Context: an optimization exercise on an open-source flow, tuned for small area, a short achievable clock period and few clock cycles per item. The choices shown serve that exercise and are no tape-out recipe.
Only simulation tests tie the RTL to the original design; equivalence was not proved.

--- design/flow/run.sh ---
#!/bin/bash
# synth_recipe.tcl (not shown) runs the flow's synth.tcl, then flattens the netlist and writes it again
# the make line also repeats each setting of config.mk as NAME=value (left out here)
make -C /OpenROAD-flow-scripts/flow DESIGN_CONFIG=/design/flow/config.mk WORK_HOME=/design/flow/orfs CLKGATE_MAP_FILE= SYNTH_SCRIPT=/design/flow/synth_recipe.tcl finish
--- design/flow/config.mk ---
export PLATFORM = sky130hd
export DESIGN_NAME = triangle_setup
export DESIGN_NICKNAME = triangle_setup
export VERILOG_FILES = /design/flow/design.v
export SDC_FILE = /design/flow/constraint.sdc
export NUM_CORES = 4
export LEC_CHECK = 0
export CAP_MARGIN = 20
export CORE_MARGIN = 2
export CORE_UTILIZATION = 30
export SLEW_MARGIN = 20
--- design/flow/constraint.sdc ---
create_clock -name core_clock -period 8.5 [get_ports {clk}]
set_input_delay 1.7000 -clock core_clock [delete_from_list [all_inputs] [get_ports {clk}]]
set_output_delay 1.7000 -clock core_clock [all_outputs]
set_load 0.01 [all_outputs]
--- design/flow/design.v ---
module triangle_setup #(
  parameter int COORD_WIDTH   = 16,
  parameter int COEF_WIDTH    = 2*COORD_WIDTH+3,
  parameter int SCREEN_X_SIZE = 800,
  parameter int SCREEN_Y_SIZE = 600,
  parameter int CNT_WIDTH     = 16
) (
  input  logic                                    clk,
  input  logic                                    reset_n,
  input  logic                                    in_valid,
  output logic                                    in_ready,
  input  logic [2:0][1:0][COORD_WIDTH-1:0]        vertexes,
  input  logic [1:0]                              cull_mode,
  output logic                                    out_valid,
  input  logic                                    out_ready,
  output logic [2:0][COORD_WIDTH:0]               edge_a,
  output logic [2:0][COORD_WIDTH:0]               edge_b,
  output logic [2:0][COEF_WIDTH-1:0]              edge_c,
  output logic [COEF_WIDTH-1:0]                   area2,
  output logic [COORD_WIDTH-1:0]                  bbox_xmin,
  output logic [COORD_WIDTH-1:0]                  bbox_xmax,
  output logic [COORD_WIDTH-1:0]                  bbox_ymin,
  output logic [COORD_WIDTH-1:0]                  bbox_ymax,
  input  logic                                    stats_clr,
  output logic [CNT_WIDTH-1:0]                    cnt_in,
  output logic [CNT_WIDTH-1:0]                    cnt_out,
  output logic [CNT_WIDTH-1:0]                    cnt_culled,
  output logic                                    idle
);
  localparam int CW = COORD_WIDTH;
  localparam int AW = COORD_WIDTH + 1;
  localparam int PW = 2 * COORD_WIDTH;
  typedef logic signed [CW-1:0]         coord_t;
  typedef logic signed [AW-1:0]         ab_t;
  typedef logic signed [PW-1:0]         prod_t;
  typedef logic signed [COEF_WIDTH-1:0] coef_t;
  localparam coord_t X_LIM = coord_t'(SCREEN_X_SIZE - 1);
  localparam coord_t Y_LIM = coord_t'(SCREEN_Y_SIZE - 1);
  function automatic coord_t clip(input coord_t v, input coord_t lim);
    if (v[CW-1])     clip = '0;
    else if (v > lim) clip = lim;
    else             clip = v;
  endfunction
  logic stall;
  logic out_valid_q;
  assign stall     = out_valid_q & ~out_ready;
  assign in_ready  = ~stall;
  assign out_valid = out_valid_q;
  logic      s1_valid_q;
  coord_t    s1_x_q [3];
  coord_t    s1_y_q [3];
  logic [1:0] s1_cull_q;
  always_ff @(posedge clk or negedge reset_n) begin
    if (!reset_n) begin
      s1_valid_q <= 1'b0;
      s1_cull_q  <= '0;
      for (int i = 0; i < 3; i++) begin
        s1_x_q[i] <= '0;
        s1_y_q[i] <= '0;
      end
    end else if (!stall) begin
      s1_valid_q <= in_valid;
      if (in_valid) begin
        s1_cull_q <= cull_mode;
        for (int i = 0; i < 3; i++) begin
          s1_x_q[i] <= $signed(vertexes[i][0]);
          s1_y_q[i] <= $signed(vertexes[i][1]);
        end
      end
    end
  end
  coord_t s1_xn [3];
  coord_t s1_yn [3];
  ab_t    a_d [3];
  ab_t    b_d [3];
  coord_t xmin_d, xmax_d, ymin_d, ymax_d;
  always_comb begin
    s1_xn[0] = s1_x_q[1];
    s1_xn[1] = s1_x_q[2];
    s1_xn[2] = s1_x_q[0];
    s1_yn[0] = s1_y_q[1];
    s1_yn[1] = s1_y_q[2];
    s1_yn[2] = s1_y_q[0];
    xmin_d = s1_x_q[0];
    xmax_d = s1_x_q[0];
    ymin_d = s1_y_q[0];
    ymax_d = s1_y_q[0];
    for (int i = 0; i < 3; i++) begin
      a_d[i] = ab_t'(s1_y_q[i]) - ab_t'(s1_yn[i]);
      b_d[i] = ab_t'(s1_xn[i]) - ab_t'(s1_x_q[i]);
      if (s1_x_q[i] < xmin_d) xmin_d = s1_x_q[i];
      if (s1_x_q[i] > xmax_d) xmax_d = s1_x_q[i];
      if (s1_y_q[i] < ymin_d) ymin_d = s1_y_q[i];
      if (s1_y_q[i] > ymax_d) ymax_d = s1_y_q[i];
    end
  end
  logic       s2_valid_q;
  coord_t     s2_x_q [3];
  coord_t     s2_y_q [3];
  ab_t        s2_a_q [3];
  ab_t        s2_b_q [3];
  coord_t     s2_xmin_q, s2_xmax_q, s2_ymin_q, s2_ymax_q;
  logic [1:0] s2_cull_q;
  always_ff @(posedge clk or negedge reset_n) begin
    if (!reset_n) begin
      s2_valid_q <= 1'b0;
      s2_cull_q  <= '0;
      s2_xmin_q  <= '0;
      s2_xmax_q  <= '0;
      s2_ymin_q  <= '0;
      s2_ymax_q  <= '0;
      for (int i = 0; i < 3; i++) begin
        s2_x_q[i] <= '0;
        s2_y_q[i] <= '0;
        s2_a_q[i] <= '0;
        s2_b_q[i] <= '0;
      end
    end else if (!stall) begin
      s2_valid_q <= s1_valid_q;
      s2_cull_q  <= s1_cull_q;
      s2_xmin_q  <= xmin_d;
      s2_xmax_q  <= xmax_d;
      s2_ymin_q  <= ymin_d;
      s2_ymax_q  <= ymax_d;
      for (int i = 0; i < 3; i++) begin
        s2_x_q[i] <= s1_x_q[i];
        s2_y_q[i] <= s1_y_q[i];
        s2_a_q[i] <= a_d[i];
        s2_b_q[i] <= b_d[i];
      end
    end
  end
  coord_t s2_xn [3];
  coord_t s2_yn [3];
  prod_t  p_lo [3];
  prod_t  p_hi [3];
  coef_t  c_d [3];
  always_comb begin
    s2_xn[0] = s2_x_q[1];
    s2_xn[1] = s2_x_q[2];
    s2_xn[2] = s2_x_q[0];
    s2_yn[0] = s2_y_q[1];
    s2_yn[1] = s2_y_q[2];
    s2_yn[2] = s2_y_q[0];
    for (int i = 0; i < 3; i++) begin
      p_lo[i] = prod_t'(s2_x_q[i]) * prod_t'(s2_yn[i]);
      p_hi[i] = prod_t'(s2_xn[i]) * prod_t'(s2_y_q[i]);
      c_d[i]  = coef_t'(p_lo[i]) - coef_t'(p_hi[i]);
    end
  end
  logic       s3_valid_q;
  ab_t        s3_a_q [3];
  ab_t        s3_b_q [3];
  coef_t      s3_c_q [3];
  coord_t     s3_xmin_q, s3_xmax_q, s3_ymin_q, s3_ymax_q;
  logic [1:0] s3_cull_q;
  always_ff @(posedge clk or negedge reset_n) begin
    if (!reset_n) begin
      s3_valid_q <= 1'b0;
      s3_cull_q  <= '0;
      s3_xmin_q  <= '0;
      s3_xmax_q  <= '0;
      s3_ymin_q  <= '0;
      s3_ymax_q  <= '0;
      for (int i = 0; i < 3; i++) begin
        s3_a_q[i] <= '0;
        s3_b_q[i] <= '0;
        s3_c_q[i] <= '0;
      end
    end else if (!stall) begin
      s3_valid_q <= s2_valid_q;
      s3_cull_q  <= s2_cull_q;
      s3_xmin_q  <= s2_xmin_q;
      s3_xmax_q  <= s2_xmax_q;
      s3_ymin_q  <= s2_ymin_q;
      s3_ymax_q  <= s2_ymax_q;
      for (int i = 0; i < 3; i++) begin
        s3_a_q[i] <= s2_a_q[i];
        s3_b_q[i] <= s2_b_q[i];
        s3_c_q[i] <= c_d[i];
      end
    end
  end
  coef_t area_raw;
  logic  area_neg, area_zero, face_cull, offscreen, reject;
  ab_t   oa_d [3];
  ab_t   ob_d [3];
  coef_t oc_d [3];
  coef_t oarea_d;
  always_comb begin
    area_raw  = s3_c_q[0] + s3_c_q[1] + s3_c_q[2];
    area_neg  = area_raw[COEF_WIDTH-1];
    area_zero = (area_raw == '0);
    face_cull = ((s3_cull_q == 2'd1) && area_neg) ||
                ((s3_cull_q == 2'd2) && !area_neg && !area_zero);
    offscreen = s3_xmax_q[CW-1] || (s3_xmin_q > X_LIM) ||
                s3_ymax_q[CW-1] || (s3_ymin_q > Y_LIM);
    reject    = area_zero | face_cull | offscreen;
    oarea_d   = area_neg ? -area_raw : area_raw;
    for (int i = 0; i < 3; i++) begin
      oa_d[i] = area_neg ? -s3_a_q[i] : s3_a_q[i];
      ob_d[i] = area_neg ? -s3_b_q[i] : s3_b_q[i];
      oc_d[i] = area_neg ? -s3_c_q[i] : s3_c_q[i];
    end
  end
  logic [2:0][AW-1:0]         edge_a_q, edge_b_q;
  logic [2:0][COEF_WIDTH-1:0] edge_c_q;
  logic [COEF_WIDTH-1:0]      area2_q;
  logic [CW-1:0]              xmin_q, xmax_q, ymin_q, ymax_q;
  always_ff @(posedge clk or negedge reset_n) begin
    if (!reset_n) begin
      out_valid_q <= 1'b0;
      edge_a_q    <= '0;
      edge_b_q    <= '0;
      edge_c_q    <= '0;
      area2_q     <= '0;
      xmin_q      <= '0;
      xmax_q      <= '0;
      ymin_q      <= '0;
      ymax_q      <= '0;
    end else if (!stall) begin
      out_valid_q <= s3_valid_q & ~reject;
      if (s3_valid_q && !reject) begin
        for (int i = 0; i < 3; i++) begin
          edge_a_q[i] <= oa_d[i];
          edge_b_q[i] <= ob_d[i];
          edge_c_q[i] <= oc_d[i];
        end
        area2_q <= oarea_d;
        xmin_q  <= clip(s3_xmin_q, X_LIM);
        xmax_q  <= clip(s3_xmax_q, X_LIM);
        ymin_q  <= clip(s3_ymin_q, Y_LIM);
        ymax_q  <= clip(s3_ymax_q, Y_LIM);
      end
    end
  end
  assign edge_a    = edge_a_q;
  assign edge_b    = edge_b_q;
  assign edge_c    = edge_c_q;
  assign area2     = area2_q;
  assign bbox_xmin = xmin_q;
  assign bbox_xmax = xmax_q;
  assign bbox_ymin = ymin_q;
  assign bbox_ymax = ymax_q;
  logic [CNT_WIDTH-1:0] cnt_in_q, cnt_out_q, cnt_culled_q;
  always_ff @(posedge clk or negedge reset_n) begin
    if (!reset_n) begin
      cnt_in_q     <= '0;
      cnt_out_q    <= '0;
      cnt_culled_q <= '0;
    end else begin
      if (stats_clr)              cnt_in_q <= '0;
      else if (in_valid && !stall) cnt_in_q <= cnt_in_q + CNT_WIDTH'(1);
      if (stats_clr)                  cnt_out_q <= '0;
      else if (out_valid_q && out_ready) cnt_out_q <= cnt_out_q + CNT_WIDTH'(1);
      if (stats_clr)                          cnt_culled_q <= '0;
      else if (s3_valid_q && reject && !stall) cnt_culled_q <= cnt_culled_q + CNT_WIDTH'(1);
    end
  end
  assign cnt_in     = cnt_in_q;
  assign cnt_out    = cnt_out_q;
  assign cnt_culled = cnt_culled_q;
  assign idle       = ~(s1_valid_q | s2_valid_q | s3_valid_q | out_valid_q);
endmodule
==> run notes <==
Worst Max-Slew Pin Slew: 1.13 ns
synth warn: 22
sequential area share after synthesis: 0.219
fillers: 38100
highest clock rate: 122 MHz
vias in the first global route: 84200
syn avg cell area: 9.51 um^2
area grow syn2layout: 13.6%
drt via density: 4.77
Hold WC Path Type: reg2reg
FP Rows: 224
top_reg_cell synth: dfrtp_1
CTS Sinks: 983
Remaining Overflow, GRT: 0
Slew Limit Headroom: 0.250
routed wire length: 358 mm
initial antenna violation count: 31
largest net degree at the start of global routing: 193
CP Max Fanout: 16
Post-route DRC: 0
Hold Path Origin: s2_ymin_q[4]
GRT Total Usage: 0.190
Post-synth ARST share: 1.00
number of synthesized flops with an enable pin: 0
Num CTS Buffers: 113
Worst setup SP type: flip-flop
Nets: 14700
worst endpoint required time: 9.14 ns
clock slew at the register clock pins of the worst setup and hold paths: 0.07 ns
CTS tree: built
Mapped Cells: 11800
Tcrit/Tclk final: 0.965
antenna viol nets, final: 0
DRT Pass-1 Iters: 6
Clock Path Buffers: 3
Final Hold Viols: 0
core box area: 373000 um^2
Iter 0 DRT Violations: 6739
DP Wirelength: 289 mm
RR Startpoint: s2_y_q[1][5]
RR Endpoint: s3_c_q[0][23]
flop-to-flop setup slack: 0.30 ns
share of cells above drive strength 1: 0.0503
Critical Path Slowest Stage Cell: dfrtp_1
Setup-failing EPs final: 0
worst skew pair latency: 0.84 ns
io pins: 460
Arr. time, crit path: 8.84 ns
worst reg-to-reg path cell count: 28
vias: 82100
synthesized flop and latch total: 983
Final min period: 8.20 ns
Post-CTS Hold Buffers: 0
max cap viols: 0
Die ar.: 380000 um^2
crit-path max cell delay: 0.53 ns
mapped cell area: 113000 um^2
Clock Skews: 0.103 ns
Min-Delay Endpoint: s3_ymin_q[4]
status: finished clean
pins over their slew limit: 0
gp weighted congestion: 0.980
Worst Setup Path Type: reg2reg
Root Driver: clkbuf_16
Yosys cell types: 92
first-pass GRT wire length: 547 mm
Worst path most repeated cell: fa_1
die outline height: 616 um
CP Capture Type: flip-flop
Worst Hold Depth: 2
DR WL/cell: 20.8 um
CTS H-tree lvls: 3
Setup TNS: 0 ns
Starting Density: 0.302
IO buf count: 455
Die W: 616 um
logic make-up (layout without fill, tap and decap cells):
group           Yosys count  count (layout)  share of synthesized area
xor+xnor                450             450                     0.0350
buf+inv                2792            3188                     0.0953
other cells               1              25                  0.0000333
simple gates           3466            3466                      0.145
mux                     407             407                     0.0398
compound gates         1242            1242                     0.0679
flops                   983             983                      0.219
fa+ha+maj              2496            2496                      0.398
what timing repair did:
action,4_1_cts,5_1_grt
setup endpoints to repair,0,16
buffers inserted,0,1
endpoints found under the hold margin,0,0
gates resized for setup,0,16
per-stage QoR:
stage	setup WS (ns)	hold slack (ns)	instances	util	instance area [um^2]
after floorplan	0.667	0.430	11800	-	113000
after global placement	0.292	0.442	17000	0.332	124000
after detailed placement	0.193	0.448	17000	0.332	124000
after CTS	0.139	0.460	17200	0.343	128000
after global routing	-0.0124	0.478	17200	0.343	128000
final	0.295	0.458	17200	0.343	128000
state kept, by name, indices dropped and copies added (netlist names), 51 cells and up:
| register | cells |
|---|---|
| s3_b_q | 51 |
| s2_a_q | 51 |
| edge_b_q | 51 |
| s2_b_q | 51 |
| edge_a_q | 51 |
| s3_a_q | 51 |
| s3_c_q | 99 |
| edge_c_q | 105 |
placed cells by master, fill, tap and decap left out, types with 317 or more instances in the layout:
master / count
a21oi_1: 336
and2_1: 832
clkdlybuf4s50_1: 453
dfrtp_1: 976
fa_1: 1807
ha_1: 689
inv_1: 2253
nand2_1: 1680
nor2_1: 427
o21ai_0: 449
xnor2_1: 317
layout make-up:
type                       instances  area, um^2  share of cell area
timing repair buffer             713        7020              0.0549
tap                             4972        6220              0.0487
inverter                        2259        8490              0.0664
clock inverter                    60         847             0.00663
sequential                       983       24600               0.193
clock buffer                     156        3240              0.0253
multi-input combinational       8065       77300               0.605
antenna                           21        52.6            0.000411
routing by layer:
metal  share of wire  track usage
met5         0.00010            0
met1            0.44        0.265
met4           0.041       0.0686
met3           0.069       0.0285
met2            0.45        0.298
synthesized netlist by cell type (all sizes together) (41+ instances only):
cell    number  area, um^2
ha         689        8620
buf         59         465
inv       2256        8470
o31ai       92         691
mux2i       87         871
nor3        71         355
a21o        83         623
nor2       429        1610
nand2     1681        6310
a21oi      341        1720
fa        1807       36200
or3         53         332
nand2b      91         569
dfrtp      983       24600
o21ai      451        2260
xnor2      317        2780
mux2       320        3600
xor2       133        1160
nand3       78         390
and2       833        5210
clkbuf     474        1780
and3        41         257
critical path, delay by kind of cell (launching register included):
family                     cells  cell delay (ns)
AOI/OAI and AO/OA              7             1.52
xor gates and xnor gates       1             0.18
adders and majority gates      9             4.09
buffers and inverters          7             0.89
DFF                            1             0.53
and+or+nand+nor                4             0.86
how the worst max path moves through the flow:
stage / endpoint / startpoint / depth (start not counted)
after floorplan: s3_c_q[1][29] / s2_x_q[2][15] / 28
after global placement: s3_c_q[0][23] / s2_x_q[0][10] / 26
after detailed placement: s3_c_q[1][29] / s2_x_q[1][10] / 24
after CTS: s3_c_q[1][29] / s2_x_q[1][10] / 24
after global routing: s3_c_q[0][33] / s2_x_q[1][9] / 26
final: s3_c_q[0][23] / s2_y_q[1][5] / 28
Testbench counts, summed over its fixed seeds: cycles 24,035, items 24,000.

[separate check: timing with driven ports]
In the flow no input, the clock included, has a driving cell. The finished layout below was timed again as built, in two steps. Step 1, drivers: a clkbuf_16 drives clk and a buf_2 each remaining input, both assumed. Step 2 moves the port delays by t, midway between the first and last clock arrival at a register: inputs arrive t later, outputs are due t later. That takes back most of the time a late clock gives input paths. a / b / c = ideal ports / drivers / drivers and shift; a / b = the first two.
shift t [ns]: 0.877
setup slack, ns: 0.295 / 0.295 / 0.295
cell pins on the clock port's net: 1
After both steps setup and hold are still met in this run. The setup slack of this run moves by 0.000 ns with the drivers and by 0.000 ns with both steps.
